Context: an optimization exercise on an open-source flow, tuned for small area. The choices shown serve that exercise and are no tape-out recipe.
Function was checked by simulation only, so behaviour that the tests miss may differ from the original.
Power is estimated from default activity; no workload was simulated.

`flow/run.sh`:
```
#!/bin/bash
# synth_recipe.tcl (not shown) runs the flow's synth.tcl, then flattens the netlist and writes it again
# the make line also repeats each setting of config.mk as NAME=value (left out here)
make -C /OpenROAD-flow-scripts/flow DESIGN_CONFIG=/design/flow/config.mk WORK_HOME=/design/flow/orfs CLKGATE_MAP_FILE= SYNTH_SCRIPT=/design/flow/synth_recipe.tcl finish
```
`flow/config.mk`:
```
export PLATFORM = sky130hd
export DESIGN_NAME = fft_dit_top
export DESIGN_NICKNAME = fft_dit_top
export VERILOG_FILES = /design/flow/design.v
export SDC_FILE = /design/flow/constraint.sdc
export NUM_CORES = 4
export LEC_CHECK = 0
export CAP_MARGIN = 20
export CORE_MARGIN = 2
export CORE_UTILIZATION = 40
export SLEW_MARGIN = 20
```
`flow/constraint.sdc`:
```
create_clock -name core_clock -period 10.0 [get_ports {clk}]
set_input_delay 2.0000 -clock core_clock [delete_from_list [all_inputs] [get_ports {clk}]]
set_output_delay 2.0000 -clock core_clock [all_outputs]
set_load 0.01 [all_outputs]
```
`flow/design.v`:
```
`timescale 1ns/1ps
`default_nettype none
module fft_seq (
   input  logic clk,
   input  logic rst_n,
   input  logic in_nd,
   output logic ld,
   output logic cap,
   output logic mac,
   output logic first,
   output logic use_a,
   output logic use_b,
   output logic neg_a,
   output logic shift,
   output logic w1,
   output logic w2,
   output logic out_nd,
   output logic overflow
);
   localparam logic [2:0] S_IDLE = 3'd0;
   localparam logic [2:0] S_LOAD = 3'd1;
   localparam logic [2:0] S_CAP  = 3'd2;
   localparam logic [2:0] S_W1   = 3'd3;
   localparam logic [2:0] S_W2   = 3'd4;
   localparam logic [2:0] S_OUT  = 3'd5;
   localparam logic [10:0] C946  = 11'd946;
   localparam logic [10:0] C724  = 11'd724;
   localparam logic [10:0] C392  = 11'd392;
   localparam logic [10:0] C1024 = 11'd1024;
   logic [3:0]  ph;           
   logic [2:0]  state;
   logic [4:0]  bf;           
   logic [3:0]  j;            
   logic        h;            
   logic [1:0]  stg;
   logic [2:0]  m, k;
   logic [3:0]  sl, sh, tgt;
   logic        hit;
   assign stg = bf[4:3];
   assign m   = bf[2:0];
   always_comb
   begin
      case (stg)
         2'd0:    begin sl = {1'b0, m};            sh = {1'b1, m};            k = 3'd0; end
         2'd1:    begin sl = {m[2], 1'b0, m[1:0]}; sh = {m[2], 1'b1, m[1:0]}; k = {m[2], 2'b00}; end
         2'd2:    begin sl = {m[2:1], 1'b0, m[0]}; sh = {m[2:1], 1'b1, m[0]}; k = {m[1], m[2], 1'b0}; end
         default: begin sl = {m, 1'b0};            sh = {m, 1'b1};            k = {m[0], m[1], m[2]}; end
      endcase
      if (state == S_W1)
         tgt = sl;
      else if (state == S_OUT)
         tgt = {bf[0], bf[1], bf[2], bf[3]};
      else
         tgt = sh;
   end
   assign hit = (ph == tgt);
   logic [10:0] cmag, smag;
   logic [3:0]  jstart;
   always_comb
   begin
      case (k)
         3'd0:       begin cmag = C1024; smag = 11'd0; jstart = 4'd10; end
         3'd4:       begin cmag = 11'd0; smag = C1024; jstart = 4'd10; end
         3'd1, 3'd7: begin cmag = C946;  smag = C392;  jstart = 4'd1;  end
         3'd3, 3'd5: begin cmag = C392;  smag = C946;  jstart = 4'd1;  end
         default:    begin cmag = C724;  smag = C724;  jstart = 4'd2;  end
      endcase
   end
   logic cj, sj, both, last_step;
   assign cj    = cmag[j];
   assign sj    = smag[j];
   assign both  = cj & sj;
   assign use_a = cj & ~(both & h);
   assign use_b = sj & ~(both & ~h);
   assign neg_a = k[2] & (k[1] | k[0]);
   assign shift     = (j != 4'd10) & ~(both & ~h);
   assign last_step = (j == 4'd10) | ((j == 4'd9) & ~(both & ~h));
   logic ready;
   assign ready  = (state == S_IDLE) || ((state == S_OUT) && hit && (bf[3:0] == 4'd15));
   assign ld     = in_nd && (ready || (state == S_LOAD));
   assign w1     = (state == S_W1) && hit && !mac;
   assign w2     = (state == S_W2) && hit;
   assign cap    = ((state == S_CAP) && hit) || w1;
   assign out_nd = (state == S_OUT) && hit;
   always_ff @(posedge clk)
   begin
      if ((state == S_CAP) && hit)
      begin
         first <= 1'b1;
         j     <= jstart;
         h     <= 1'b0;
      end
      else if (mac)
      begin
         first <= 1'b0;
         if (both & ~h)
            h <= 1'b1;
         else
         begin
            h <= 1'b0;
            j <= j + 4'd1;
         end
      end
   end
   always_ff @(posedge clk or negedge rst_n)
   begin
      if (!rst_n)
      begin
         state    <= S_IDLE;
         ph       <= '0;
         bf       <= '0;
         mac      <= 1'b0;
         overflow <= 1'b0;
      end
      else
      begin
         ph <= (ready && in_nd) ? 4'd1 : ph + 4'd1;
         if (in_nd && !(ready || (state == S_LOAD)))
            overflow <= 1'b1;
         if ((state == S_CAP) && hit)
            mac <= 1'b1;
         else if (mac && last_step)
            mac <= 1'b0;
         case (state)
            S_IDLE:
               if (in_nd)
                  state <= S_LOAD;
            S_LOAD:
               if (ph == 4'd15)
                  state <= S_CAP;
            S_CAP:
               if (hit)
                  state <= S_W1;
            S_W1:
               if (w1)
                  state <= S_W2;
            S_W2:
               if (hit)
               begin
                  bf    <= bf + 5'd1;
                  state <= (bf == 5'd31) ? S_OUT : S_CAP;
               end
            S_OUT:
               if (hit)
               begin
                  bf <= {1'b0, bf[3:0] + 4'd1};
                  if (bf[3:0] == 4'd15)
                     state <= in_nd ? S_LOAD : S_IDLE;
               end
            default:
               state <= S_IDLE;
         endcase
      end
   end
endmodule
`default_nettype wire
`timescale 1ns/1ps
`default_nettype none
module fft_bf_unit (
   input  logic        clk,
   input  logic        cap,      
   input  logic        mac,      
   input  logic        first,    
   input  logic        use_a,    
   input  logic        use_b,    
   input  logic        neg_a,    
   input  logic        shift,    
   input  logic        w1,
   input  logic        w2,
   input  logic [23:0] r0,
   output logic [23:0] wr_data
);
   logic [23:0] bq;
   logic [13:0] p_re, p_im;
   logic        f_re, f_im;
   logic [13:0] y_re, y_im, x_re, x_im, s_re, s_im;
   logic        neg_re, neg_im, g_re, g_im, zx, cin;
   logic [13:0] b_re, b_im, a_re, a_im;
   assign b_re = {{2{bq[11]}}, bq[11:0]};
   assign b_im = {{2{bq[23]}}, bq[23:12]};
   assign a_re = {{2{r0[11]}}, r0[11:0]};
   assign a_im = {{2{r0[23]}}, r0[23:12]};
   always_comb
   begin
      y_re   = '0;
      y_im   = '0;
      neg_re = 1'b0;
      neg_im = 1'b0;
      if (mac && use_a)
      begin
         y_re   = b_re;
         y_im   = b_im;
         neg_re = neg_a;
         neg_im = neg_a;
      end
      else if (mac && use_b)
      begin
         y_re   = b_im;
         y_im   = b_re;
         neg_im = 1'b1;
      end
      else if (w1)
      begin
         y_re = a_re;
         y_im = a_im;
      end
      else if (w2)
      begin
         y_re   = {bq[11], bq[11:0], 1'b0};
         y_im   = {bq[23], bq[23:12], 1'b0};
         neg_re = 1'b1;
         neg_im = 1'b1;
      end
   end
   assign zx   = mac & first;
   assign cin  = w2;
   assign g_re = (f_re & ~zx) ^ neg_re;
   assign g_im = (f_im & ~zx) ^ neg_im;
   assign x_re = (p_re & {14{~zx}}) ^ {14{g_re}};
   assign x_im = (p_im & {14{~zx}}) ^ {14{g_im}};
   logic [14:0] c_re, c_im;
   assign c_re[0] = cin;
   assign c_im[0] = cin;
   for (genvar i = 0; i < 14; i++)
   begin : g_add
      assign s_re[i]   = x_re[i] ^ y_re[i] ^ c_re[i];
      assign c_re[i+1] = (x_re[i] & y_re[i]) | (c_re[i] & (x_re[i] ^ y_re[i]));
      assign s_im[i]   = x_im[i] ^ y_im[i] ^ c_im[i];
      assign c_im[i+1] = (x_im[i] & y_im[i]) | (c_im[i] & (x_im[i] ^ y_im[i]));
   end
   always_ff @(posedge clk)
   begin
      p_re <= (mac && shift) ? {s_re[13], s_re[13:1]} : s_re;
      p_im <= (mac && shift) ? {s_im[13], s_im[13:1]} : s_im;
      f_re <= mac & neg_re;
      f_im <= mac & neg_im;
      if (cap)
         bq <= r0;
   end
   assign wr_data = {s_im[12:1], s_re[12:1]};
endmodule
`default_nettype wire
`timescale 1ns/1ps
`default_nettype none
module fft_ring (
   input  logic        clk,
   input  logic        ld,
   input  logic        wr,
   input  logic [23:0] in_x,
   input  logic [23:0] wr_data,
   output logic [23:0] r0
);
   logic [23:0] r [16];
   always_ff @(posedge clk)
   begin
      for (int i = 0; i < 15; i++)
         r[i] <= r[i+1];
      if (ld)
         r[15] <= in_x;
      else if (wr)
         r[15] <= wr_data;
      else
         r[15] <= r[0];
   end
   assign r0 = r[0];
endmodule
`default_nettype wire
`timescale 1ns/1ps
`default_nettype none
module fft_dit_top (
   input  logic        clk,
   input  logic        rst_n,
   input  logic [23:0] in_x,
   input  logic        in_nd,
   output logic [23:0] out_x,
   output logic        out_nd,
   output logic        overflow
);
   logic        ld, cap, mac, first, use_a, use_b, neg_a, shift, w1, w2;
   logic [23:0] r0, wr_data;
   fft_seq u_seq (
      .clk, .rst_n, .in_nd, .ld, .cap, .mac, .first, .use_a, .use_b, .neg_a,
      .shift, .w1, .w2, .out_nd, .overflow
   );
   fft_bf_unit u_bf (
      .clk, .cap, .mac, .first, .use_a, .use_b, .neg_a, .shift, .w1, .w2,
      .r0, .wr_data
   );
   fft_ring u_ring (
      .clk, .ld, .wr (w1 | w2), .in_x, .wr_data, .r0
   );
   assign out_x = r0;
endmodule
`default_nettype wire
```
==> results of run 1 <==
[per-stage QoR]
| stage | hold slack, ns | cells |
|---|---|---|
| 6_report | 0.312 | 1540 |
| 5_1_grt | 0.320 | 1540 |
| 4_1_cts | 0.309 | 1540 |
| 3_5_place_dp | 0.312 | 1460 |
| 3_3_place_gp | 0.310 | 1460 |
| 2_1_floorplan | 0.310 | 1005 |
[final cells by class]
cell class                      instances  area [um^2]
Fill cell                            3064        17600
Sequential cell                       458         9520
Multi-Input combinational cell        472         3560
Clock buffer                           59         1220
Timing Repair Buffer                   59          573
Tap cell                              448          561
Clock inverter                         21          258
Inverter                               23         86.3
[layer usage]
layer / vias up / global-route usage [%] / part of all wire, %
li1: 3524 / - / -
met1: 3427 / 17.7 / 45
met2: 168 / 21.5 / 46
met3: 53 / 3.34 / 5.5
met4: 0 / 5.21 / 3.1
met5: - / 0 / 0
[cells in the mapped netlist, types with 4 or more instances]
cell type,n
dfxtp_1,416
nand2_1,81
nor2_1,42
o21ai_0,36
a21oi_1,30
edfxtp_1,28
fa_1,26
inv_1,23
xnor2_1,20
xor2_1,20
buf_2,18
clkbuf_1,18
mux2i_1,18
a221oi_1,14
dfrtp_1,14
o22ai_1,14
mux2_2,13
nand3_1,10
nor3_1,10
a21o_1,9
buf_6,9
a211oi_1,8
nand2b_1,8
buf_4,7
a22oi_1,6
ha_1,6
o21bai_1,6
and3_1,5
or3_1,5
nand4_1,4
o21a_1,4
o21ai_1,4
o221ai_1,4
[registers in the layout, indices dropped and copies added, names as in the netlist, 3 cells and up]
signal       flops
u_bf.bq         24
u_seq.j          4
u_seq.bf         5
u_seq.ph         4
u_bf.p_re       14
u_ring.r       384
u_seq.state      3
u_bf.p_im       14
[power by group]
part,total (mW),internal [mW],switching (mW)
Combinational,0.0122,0.00895,0.00327
Clock,1.64,0.951,0.691
Sequential,1.85,1.85,0.00131
[worst paths after layout]
check                                    startpoint  slack [ns]                         end  depth (start not counted)
min in group asynchronous                     rst_n        1.88  u_seq.overflow$_DFFE_PN0P_                          1
min reg2reg                u_ring.r[11][13]$_DFF_P_        0.31    u_ring.r[10][13]$_DFF_P_                          0
max in group asynchronous                     rst_n        7.68       u_seq.ph[2]$_DFF_PN0_                          1
max                         u_seq.bf[4]$_DFFE_PN0P_        1.16       u_bf.p_im[12]$_DFF_P_                         33
max reg2reg                 u_seq.bf[4]$_DFFE_PN0P_        1.16       u_bf.p_im[12]$_DFF_P_                         33
min                        u_ring.r[11][13]$_DFF_P_        0.31    u_ring.r[10][13]$_DFF_P_                          0
[logic make-up after synthesis]
kind of cell	synth area share, %
mux	2.43
compound gates	9.14
xor+xnor	3.13
buf+inv	2.96
flops	70.7
simple gates	7.21
fa+ha+maj	4.42
==> flow_metrics.env, run 1 <==
export IMPL_antenna_found_initial=0
export IMPL_nets=1117
export IMPL_die_h_um=187
export IMPL_diodes=0
export IMPL_stdcell_area_um2=15800
export IMPL_grtUsageTotal_pct=13.5
export IMPL_core_um2=33400
export IMPL_synth_seq_cells=458
export IMPL_post_synth_top_area_fraction_pct=61.9
export IMPL_syn_avg_cell_area_um2=13.4
export IMPL_dp_final_hpwl_mm=15.0
export IMPL_grt_pass1_wl_mm=37.9
export IMPL_setup_viol=0
export IMPL_synth_area_leaders="dfxtp_1 (62%), edfxtp_1 (6.2%), fa_1 (3.9%)"
export IMPL_yosysTopAreaCell="dfxtp_1"
export IMPL_clock_sinks=458
export IMPL_clk_latency_ns=0.55
export IMPL_path_class="reg -> reg"
export IMPL_drt_iter0_drc=430
export IMPL_worst_pin_slew_ns=0.957
export IMPL_min_period_ns=8.84
export IMPL_post_route_util_pct=47.3
export IMPL_placementRows=67
export IMPL_crit_fanout=31
export IMPL_relSlewSlack_pct=36.2
export IMPL_status="timing/DRC/antenna clean"
export IMPL_yosysSeqAreaShare_pct=70.7
export IMPL_dpl_cell_area_um2=14300
export IMPL_postSynthCellCount=1005
export IMPL_die_w_um=187
export IMPL_setup_tns_final_ns=0
export IMPL_fin_crit_sh_pct=88.4
export IMPL_gp_congestion=0.763
export IMPL_rsz0062_at_grt="false"
export IMPL_vias_per_cell=4.66
export IMPL_start_util_pct=40.3
export IMPL_synth_area_um2=13500
export IMPL_cts_setup_buffers=0
export IMPL_antenna_left=0
export IMPL_slowest_delay_ns=0.75
export IMPL_yosys_warnings=4
export IMPL_hp_class="reg -> reg"
export IMPL_grt_max_degree=51
export IMPL_drc=0
export IMPL_detailroute_via_count=7172
export IMPL_cts_htree_levels=2
export IMPL_first_pass_iters=5
export IMPL_p_leak_nw=6.12
export IMPL_num_io_pins=53
export IMPL_maxCapViolCount=0
export IMPL_hold_viol_final=0
export IMPL_post_place_ws_ns=1.21
export IMPL_io_buffers=52
export IMPL_critPathSlowestCell="dfrtp_1"
export IMPL_p_per_area_nw_per_um2=222
export IMPL_ys_types=78
export IMPL_arrival_ns=9.27
export IMPL_clock_root_buffer="clkbuf_16"
export IMPL_finalPower_mw=3.50
export IMPL_path_clk_slew_ns=0.06
export IMPL_crit_family="adder cells"
export IMPL_synth_ff_type="dfxtp_1"
export IMPL_grt_pass1_vias=7190
export IMPL_final_cell_mix="dfxtp_1 (416), nand2_1 (81), clkdlybuf4s50_1 (52)"
export IMPL_crit_top_cell="fa_1"
export IMPL_hold_buffers=0
export IMPL_synth_edff_count=28
export IMPL_async_reset_ff_share_pct=3.06
export IMPL_crit_buf_inv=7
export IMPL_maxSlewViolCount=0
export IMPL_cp_required_ns=10.43
export IMPL_dieArea_um2=35100
export IMPL_postRouteWirelength_mm=23.3
export IMPL_cp_end_kind="register"
export IMPL_finalWorstSetupSlack_ns=1.16
export IMPL_area_growth_pct=17.2
export IMPL_clk_path_buf_depth=3
export IMPL_vdd_drop_max_v=0.000153
export IMPL_routedWlPerCell_um=15.1
export IMPL_cts_tree="built"
export IMPL_fin_skew_ns=0.0227
export IMPL_syn_num_nets=1064
export IMPL_drive_gt1_share_pct=11.0
export IMPL_overflow=0
export IMPL_cts_made_buffers=44
export IMPL_max_freq_mhz=113
export IMPL_layout_commonest_cell="dfxtp_1"
export IMPL_post_cts_resized=0
export IMPL_startpoint_type="register"
==> inputs of run 2 (changes only) <==
--- a/flow/config.mk
+++ b/flow/config.mk
@@ -9,3 +9,4 @@
 export CORE_MARGIN = 2
 export CORE_UTILIZATION = 40
+export CTS_BUF_LIST = sky130_fd_sc_hd__clkbuf_4
 export SLEW_MARGIN = 20
==> run 2 against run 1 <==
  * Final area down 0.78%
  * Sequential share of layout area is 0.47 points higher
  * Sequential power hardly changed
  * Hold slack got worse by 0.029 ns
  * Synthesized cell count unchanged
  * Routed wire length is 1.7% higher
  * Die area is the same
  * Via count rose by 5.1%
  * Largest power group unchanged
==> flow_metrics.env, run 2 <==
export IMPL_synth_area_leaders="dfxtp_1 (62%), edfxtp_1 (6.2%), fa_1 (3.9%)"
export IMPL_rsz0062_at_grt="false"
export IMPL_max_freq_mhz=112
export IMPL_area_growth_pct=16.3
export IMPL_path_class="reg -> reg"
export IMPL_clk_path_buf_depth=3
export IMPL_synth_area_um2=13500
export IMPL_detailroute_via_count=7541
export IMPL_first_pass_iters=5
export IMPL_startpoint_type="register"
export IMPL_gp_congestion=0.763
export IMPL_dp_final_hpwl_mm=15.0
export IMPL_reg_top3="u_ring.r x384, u_bf.bq x24"
export IMPL_routedWlPerCell_um=14.4
export IMPL_clk_latency_ns=0.77
export IMPL_placementRows=67
export IMPL_grtUsageTotal_pct=13.8
export IMPL_hold_buffers=0
export IMPL_cts_htree_levels=3
export IMPL_post_synth_top_area_fraction_pct=61.9
export IMPL_arrival_ns=9.55
export IMPL_syn_num_nets=1064
export IMPL_fin_skew_ns=0.0624
export IMPL_post_cts_resized=0
export IMPL_antenna_left=0
export IMPL_die_h_um=187
export IMPL_synth_edff_count=28
export IMPL_vdd_drop_max_v=0.000122
export IMPL_clock_root_buffer="clkbuf_4"
export IMPL_syn_avg_cell_area_um2=13.4
export IMPL_yosysMostFrequentCell="dfxtp_1"
export IMPL_yosysTopAreaCell="dfxtp_1"
export IMPL_stdcell_count=1646
export IMPL_grt_max_degree=51
export IMPL_status="timing/DRC/antenna clean"
export IMPL_overflow=0
export IMPL_cts_setup_buffers=0
export IMPL_grt_pass1_vias=7656
export IMPL_drive_gt1_share_pct=18.3
export IMPL_setup_tns_final_ns=0
export IMPL_fin_crit_sh_pct=89.1
export IMPL_critPathSlowestCell="dfrtp_1"
export IMPL_synth_ff_type="dfxtp_1"
export IMPL_crit_top_cell="fa_1"
export IMPL_antenna_found_initial=1
export IMPL_dieArea_um2=35100
export IMPL_io_buffers=52
export IMPL_largest_register="u_ring.r"
export IMPL_worst_pin_slew_ns=0.984
export IMPL_nets=1181
export IMPL_slowest_delay_ns=0.75
export IMPL_hold_viol_final=0
export IMPL_crit_fanout=27
export IMPL_cts_tree="built"
export IMPL_die_w_um=187
export IMPL_vias_per_cell=4.58
export IMPL_maxCapViolCount=0
export IMPL_path_clk_slew_ns=0.07
export IMPL_setup_viol=0
export IMPL_num_io_pins=53
export IMPL_cp_required_ns=10.64
export IMPL_postRouteWirelength_mm=23.6
export IMPL_p_per_area_nw_per_um2=210
export IMPL_min_period_ns=8.91
export IMPL_core_um2=33400
export IMPL_clock_sinks=458
export IMPL_yosysSeqAreaShare_pct=70.7
export IMPL_async_reset_ff_share_pct=3.06
export IMPL_synth_seq_cells=458
export IMPL_maxSlewViolCount=0
export IMPL_grt_pass1_wl_mm=38.7
export IMPL_synth_common_cells="dfxtp_1 (416), nand2_1 (81), nor2_1 (42)"
export IMPL_start_util_pct=40.3
export IMPL_layout_commonest_cell="dfxtp_1"
export IMPL_p_leak_nw=6.21
export IMPL_drc=0
export IMPL_ys_types=78
export IMPL_postSynthCellCount=1005
export IMPL_drt_iter0_drc=545
export IMPL_hp_class="reg -> reg"
export IMPL_final_cell_mix="dfxtp_1 (416), clkbuf_4 (159), nand2_1 (81)"
export IMPL_relSlewSlack_pct=34.4
export IMPL_finalPower_mw=3.29
export IMPL_cp_end_kind="register"
export IMPL_yosys_warnings=4
export IMPL_cts_made_buffers=108
export IMPL_numPlacedInstances=1460
export IMPL_largest_register_ff_count=384
[run 2: logic make-up (layout without fill, tap and decap cells)]
family | count (synthesis) | count (layout) | share of synthesized area, %
compound gates | 171 | 171 | 9.14
xor+xnor | 43 | 43 | 3.13
fa+ha+maj | 32 | 32 | 4.42
buf+inv | 75 | 267 | 2.96
flops | 458 | 458 | 70.7
mux | 31 | 31 | 2.43
other cells | 0 | 1 | 0
simple gates | 195 | 195 | 7.21
[run 2: critical path, delay by kind of cell, from the launching register on]
| family | cells | cell delay, ns |
|---|---|---|
| adder cells (fa/ha/maj) | 13 | 4.21 |
| AO/OA/AOI/OAI | 8 | 1.80 |
| XOR/XNOR | 4 | 1.06 |
| buffers and inverters | 7 | 0.87 |
| flip-flops | 1 | 0.75 |
| AND/OR/NAND/NOR | 1 | 0.09 |
[run 2: power breakdown]
group | switching [mW] | leakage, nW | internal (mW)
registers | 0.00127 | 3.81 | 1.85
clock network | 0.693 | 0.809 | 0.737
logic | 0.00325 | 1.58 | 0.00895
total | 0.697 | 6.21 | 2.59
[run 2: per-layer routing]
layer | share of wire [%] | up-vias | track usage, %
li1 | - | 3719 | -
met1 | 45 | 3582 | 17.2
met2 | 47 | 188 | 21.8
met3 | 5.7 | 52 | 4.33
met4 | 2.8 | 0 | 6.75
met5 | 0 | - | 0
[run 2: cell type report]
class / instances / area, um^2
fillers: 3133 / 17700
diodes: 1 / 2.50
clock buffers: 159 / 1190
flip-flops and latches: 458 / 9520
repair buffers: 59 / 573
inverters: 23 / 86.3
multi-input cells: 472 / 3560
well taps: 448 / 561
clock inverters: 26 / 158
[run 2: through the flow]
stage               hold WS, ns  worst slack [ns]  util (%)  area, um^2
floorplan                 0.310              2.35         -       13500
detailed placement        0.312              1.21      42.8       14300
finish                    0.283              1.09      46.9       15700
CTS                       0.269              1.14      46.9       15600
global route              0.269             0.577      46.9       15700
global placement          0.310              1.46      42.8       14300
[run 2: final timing paths]
check	startpoint	endpoint	slack, ns	depth (start not counted)
setup reg to reg	u_seq.bf[4]$_DFFE_PN0P_	u_bf.p_im[12]$_DFF_P_	1.09	33
hold reg to reg	u_ring.r[9][3]$_DFF_P_	u_ring.r[8][3]$_DFF_P_	0.28	0
max in group asynchronous	rst_n	u_seq.state[1]$_DFFE_PN0P_	7.88	1
min in group asynchronous	rst_n	u_seq.bf[4]$_DFFE_PN0P_	1.66	1
hold / removal	u_ring.r[9][3]$_DFF_P_	u_ring.r[8][3]$_DFF_P_	0.28	0
setup / recovery	u_seq.bf[4]$_DFFE_PN0P_	u_bf.p_im[12]$_DFF_P_	1.09	33
==> inputs of run 3 (changes only) <==
==> flow/flow/run.sh (new file) <==
#!/bin/bash
# Standard layout with a lighter clock tree and smaller port buffers:
# no dummy clock loads, mid-size clock buffers and bigger sink clusters.
set -euo pipefail
export CTS_ARGS="-sink_clustering_enable -repair_clock_nets -dont_use_dummy_load -buf_list {sky130_fd_sc_hd__clkbuf_4 sky130_fd_sc_hd__clkbuf_8} -sink_clustering_size 20 -sink_clustering_max_diameter 80"
export BUFFER_PORTS_ARGS="-buffer_cell sky130_fd_sc_hd__buf_1"
bash standard.sh > standard.log 2>&1
==> flow/standard.sh (new file) <==
#!/bin/bash
# synth_recipe.tcl (not shown) runs the flow's synth.tcl, then flattens the netlist and writes it again
# the make line also repeats each setting of config.mk as NAME=value (left out here)
make -C /OpenROAD-flow-scripts/flow DESIGN_CONFIG=/design/flow/config.mk WORK_HOME=/design/flow/orfs CLKGATE_MAP_FILE= SYNTH_SCRIPT=/design/flow/synth_recipe.tcl "${@:-finish}"
--- a/flow/config.mk
+++ b/flow/config.mk
@@ -9,4 +9,3 @@
 export CORE_MARGIN = 2
 export CORE_UTILIZATION = 40
-export CTS_BUF_LIST = sky130_fd_sc_hd__clkbuf_4
 export SLEW_MARGIN = 20
removed: flow/run.sh
==> run 3 against run 2 <==
  * Still clean
  * Sequential power about the same
  * Clock power decreased by 46%
  * Synthesized area unchanged
  * Total power decreased by 20%
  * Hold slack improved by 0.013 ns
  * Maximum frequency increased by 1.6%
==> flow_metrics.env, run 3 <==
export IMPL_status="timing/DRC/antenna clean"
export IMPL_detailroute_via_count=7013
export IMPL_hp_class="reg -> reg"
export IMPL_rsz0062_at_grt="false"
export IMPL_reg_top3="u_ring.r x384, u_bf.bq x24"
export IMPL_final_cell_mix="dfxtp_1 (416), nand2_1 (81), buf_1 (52)"
export IMPL_relSlewSlack_pct=35.6
export IMPL_r2r_start="u_seq.bf[4]$_DFFE_PN0P_"
export IMPL_diodes=0
export IMPL_setup_tns_final_ns=0
export IMPL_yosysTopAreaCell="dfxtp_1"
export IMPL_largest_register="u_ring.r"
export IMPL_cp_end_kind="register"
export IMPL_hold_end="u_ring.r[2][2]$_DFF_P_"
export IMPL_maxCapViolCount=0
export IMPL_dp_final_hpwl_mm=14.9
export IMPL_yosysSeqAreaShare_pct=70.7
export IMPL_io_buffers=52
export IMPL_critPathSlowestCell="dfrtp_1"
export IMPL_syn_num_nets=1064
export IMPL_layout_commonest_cell="dfxtp_1"
export IMPL_area_growth_pct=6.75
export IMPL_maxSlewViolCount=0
export IMPL_core_um2=33400
export IMPL_p_seq_share_pct=70.5
export IMPL_crit_family="adder cells"
export IMPL_postSynthCellCount=1005
export IMPL_p_int_mw=2.11
export IMPL_fin_skew_ns=0.0831
export IMPL_crit_fanout=31
export IMPL_crit_buf_inv=7
export IMPL_cts_setup_buffers=0
export IMPL_grt_pass1_wl_mm=36.8
export IMPL_ys_types=78
export IMPL_setup_viol=0
export IMPL_placementRows=67
export IMPL_p_leak_nw=5.48
export IMPL_max_freq_mhz=114
export IMPL_yosys_warnings=4
export IMPL_finalWorstSetupSlack_ns=1.23
export IMPL_vias_per_cell=4.71
export IMPL_die_w_um=187
export IMPL_clkPwrFrac_pct=29.3
export IMPL_async_reset_ff_share_pct=3.06
export IMPL_gp_congestion=0.793
export IMPL_post_synth_top_area_fraction_pct=61.9
export IMPL_cp_required_ns=10.45
export IMPL_clk_path_buf_depth=3
export IMPL_clk_latency_ns=0.62
export IMPL_post_cts_resized=0
export IMPL_min_period_ns=8.77
export IMPL_p_per_area_nw_per_um2=182
export IMPL_hold_viol_final=0
export IMPL_routedWlPerCell_um=15.2
export IMPL_synth_common_cells="dfxtp_1 (416), nand2_1 (81), nor2_1 (42)"
export IMPL_sw_frac_of_total_pct=19.5
export IMPL_antenna_found_initial=0
export IMPL_path_clk_slew_ns=0.11
export IMPL_num_io_pins=53
export IMPL_overflow=0
export IMPL_hold_buffers=0
export IMPL_stdcell_area_um2=14400
export IMPL_grt_max_degree=51
export IMPL_die_h_um=187
export IMPL_yosysMostFrequentCell="dfxtp_1"
export IMPL_power_switching_mw=0.512
export IMPL_r2r_end="u_bf.p_im[12]$_DFF_P_"
export IMPL_cts_tree="built"
export IMPL_antenna_left=0
export IMPL_largest_register_ff_count=384
export IMPL_pwr_share_comb_pct=0.2
export IMPL_synth_ff_type="dfxtp_1"
export IMPL_rrSetupSlack_ns=1.23
export IMPL_dieArea_um2=35100
export IMPL_first_pass_iters=5
export IMPL_whs_path_depth=0
export IMPL_cts_htree_levels=1
export IMPL_arrival_ns=9.22
export IMPL_drc=0
export IMPL_nets=1102
export IMPL_clock_root_buffer="clkbuf_8"
export IMPL_fin_crit_sh_pct=87.7
export IMPL_syn_avg_cell_area_um2=13.4
export IMPL_drive_gt1_share_pct=7.59
export IMPL_synth_area_leaders="dfxtp_1 (62%), edfxtp_1 (6.2%), fa_1 (3.9%)"
export IMPL_grtUsageTotal_pct=13.0
export IMPL_holdWs_ns=0.296
export IMPL_clock_sinks=458
export IMPL_slowest_delay_ns=0.73
export IMPL_vdd_drop_max_v=0.000138
export IMPL_drt_iter0_drc=471
export IMPL_startpoint_type="register"
export IMPL_postRouteWirelength_mm=22.6
export IMPL_post_place_ws_ns=1.29
export IMPL_dpl_cell_area_um2=14000
export IMPL_start_util_pct=40.3
export IMPL_reg2reg_depth=33
export IMPL_synth_seq_cells=458
export IMPL_path_class="reg -> reg"
export IMPL_cts_made_buffers=29
export IMPL_min_from="u_ring.r[3][2]$_DFF_P_"
export IMPL_worst_pin_slew_ns=0.966
export IMPL_synth_edff_count=28
export IMPL_synth_area_um2=13500
export IMPL_crit_top_cell="fa_1"
export IMPL_grt_pass1_vias=6871
-- run 3: cell counts after synthesis --
Identical to the previous run, type by type.
-- run 3: power by group through the flow --
stage	registers (mW)	clock network [mW]	logic, mW
floorplan	1.89	0	0.000261
global placement	1.89	0	0.00606
detailed placement	1.89	0	0.00623
CTS	1.85	0.812	0.00625
global route	1.85	0.876	0.00674
finish	1.85	0.766	0.00583
-- run 3: worst register-to-register path: cells and delay by family (launching register included) --
family	cells	cell delay [ns]
AOI/OAI and AO/OA	8	1.75
xor gates and xnor gates	4	1.08
DFF	1	0.73
adders and majority gates	13	4.15
buffers and inverters	7	0.89
and+or+nand+nor	1	0.07
-- run 3: stage by stage --
step	std cells	utilization, %	power (mW)
final	1489	43.1	2.62
after global routing	1489	43.1	2.73
after CTS	1489	43.1	2.67
after detailed placement	1460	41.9	1.90
after global placement	1460	41.9	1.89
after floorplan	1005	-	1.89
-- run 3: worst max path at each step --
stage               slack [ns]               endpoint  cells after the start                    start
floorplan                 2.35  u_bf.p_re[12]$_DFF_P_                     34     u_seq.j[0]$_DFFE_PP_
global placement          1.39  u_bf.p_re[12]$_DFF_P_                     32  u_seq.bf[4]$_DFFE_PN0P_
detailed placement        1.29  u_bf.p_im[12]$_DFF_P_                     33  u_seq.bf[4]$_DFFE_PN0P_
CTS                       1.25  u_bf.p_im[12]$_DFF_P_                     33  u_seq.bf[4]$_DFFE_PN0P_
global route              0.61  u_bf.p_im[12]$_DFF_P_                     33  u_seq.bf[4]$_DFFE_PN0P_
finish                    1.23  u_bf.p_im[12]$_DFF_P_                     33  u_seq.bf[4]$_DFFE_PN0P_
-- run 3: per-layer routing --
metal	GRT usage [%]	up-vias	part of all wire [%]
met2	21.2	130	46
met3	2.33	44	3.9
met5	0	-	0
li1	-	3442	-
met4	4.15	0	3.2
met1	17.6	3397	47
-- run 3: cell type report --
class                           instances  area [um^2]
Multi-Input combinational cell        472         3560
Sequential cell                       458         9520
Fill cell                            3131        19000
Clock buffer                           29          399
Timing Repair Buffer                   59          248
Inverter                               23         86.3
Tap cell                              448          561
-- run 3: cells by family (layout without fill, tap and decap cells) --
| family | after synthesis | after routing | share of synthesized area [%] |
|---|---|---|---|
| compound gates | 171 | 171 | 9.14 |
| flops | 458 | 458 | 70.7 |
| mux | 31 | 31 | 2.43 |
| xor+xnor | 43 | 43 | 3.13 |
| buf+inv | 75 | 111 | 2.96 |
| simple gates | 195 | 195 | 7.21 |
| fa+ha+maj | 32 | 32 | 4.42 |

==> re-timing with driven ports <==
In the flow no input, the clock included, has a driving cell. The finished layouts below were timed again as built, in two steps. Step 1 sets driving cells, clkbuf_16 on the clock port and buf_2 on the other inputs (assumed; they add their load-dependent delay and slew). Step 2 moves the port delays by t, midway between the first and last clock arrival at a register: inputs arrive t later, outputs are due t later. That takes back most of the time a late clock gives input paths. Slacks: ideal ports / drivers / drivers and shift; pairs: ideal ports / drivers.
run | shift t [ns] | setup slack, ns | hold slack, ns | latest minus earliest clock arrival (ns) | slew at the worst register clock pin (ns)
run 1 | 0.589 | 1.164 / 1.164 / 1.164 | 0.312 / 0.312 / 0.312 | 0.024 / 0.024 | 0.06 / 0.06
run 2 | 0.781 | 1.091 / 1.091 / 1.091 | 0.283 / 0.283 / 0.283 | 0.063 / 0.063 | 0.07 / 0.07
run 3 | 0.619 | 1.235 / 1.235 / 1.235 | 0.296 / 0.296 / 0.296 | 0.084 / 0.084 | 0.11 / 0.11
After both steps every run listed still meets setup and hold.
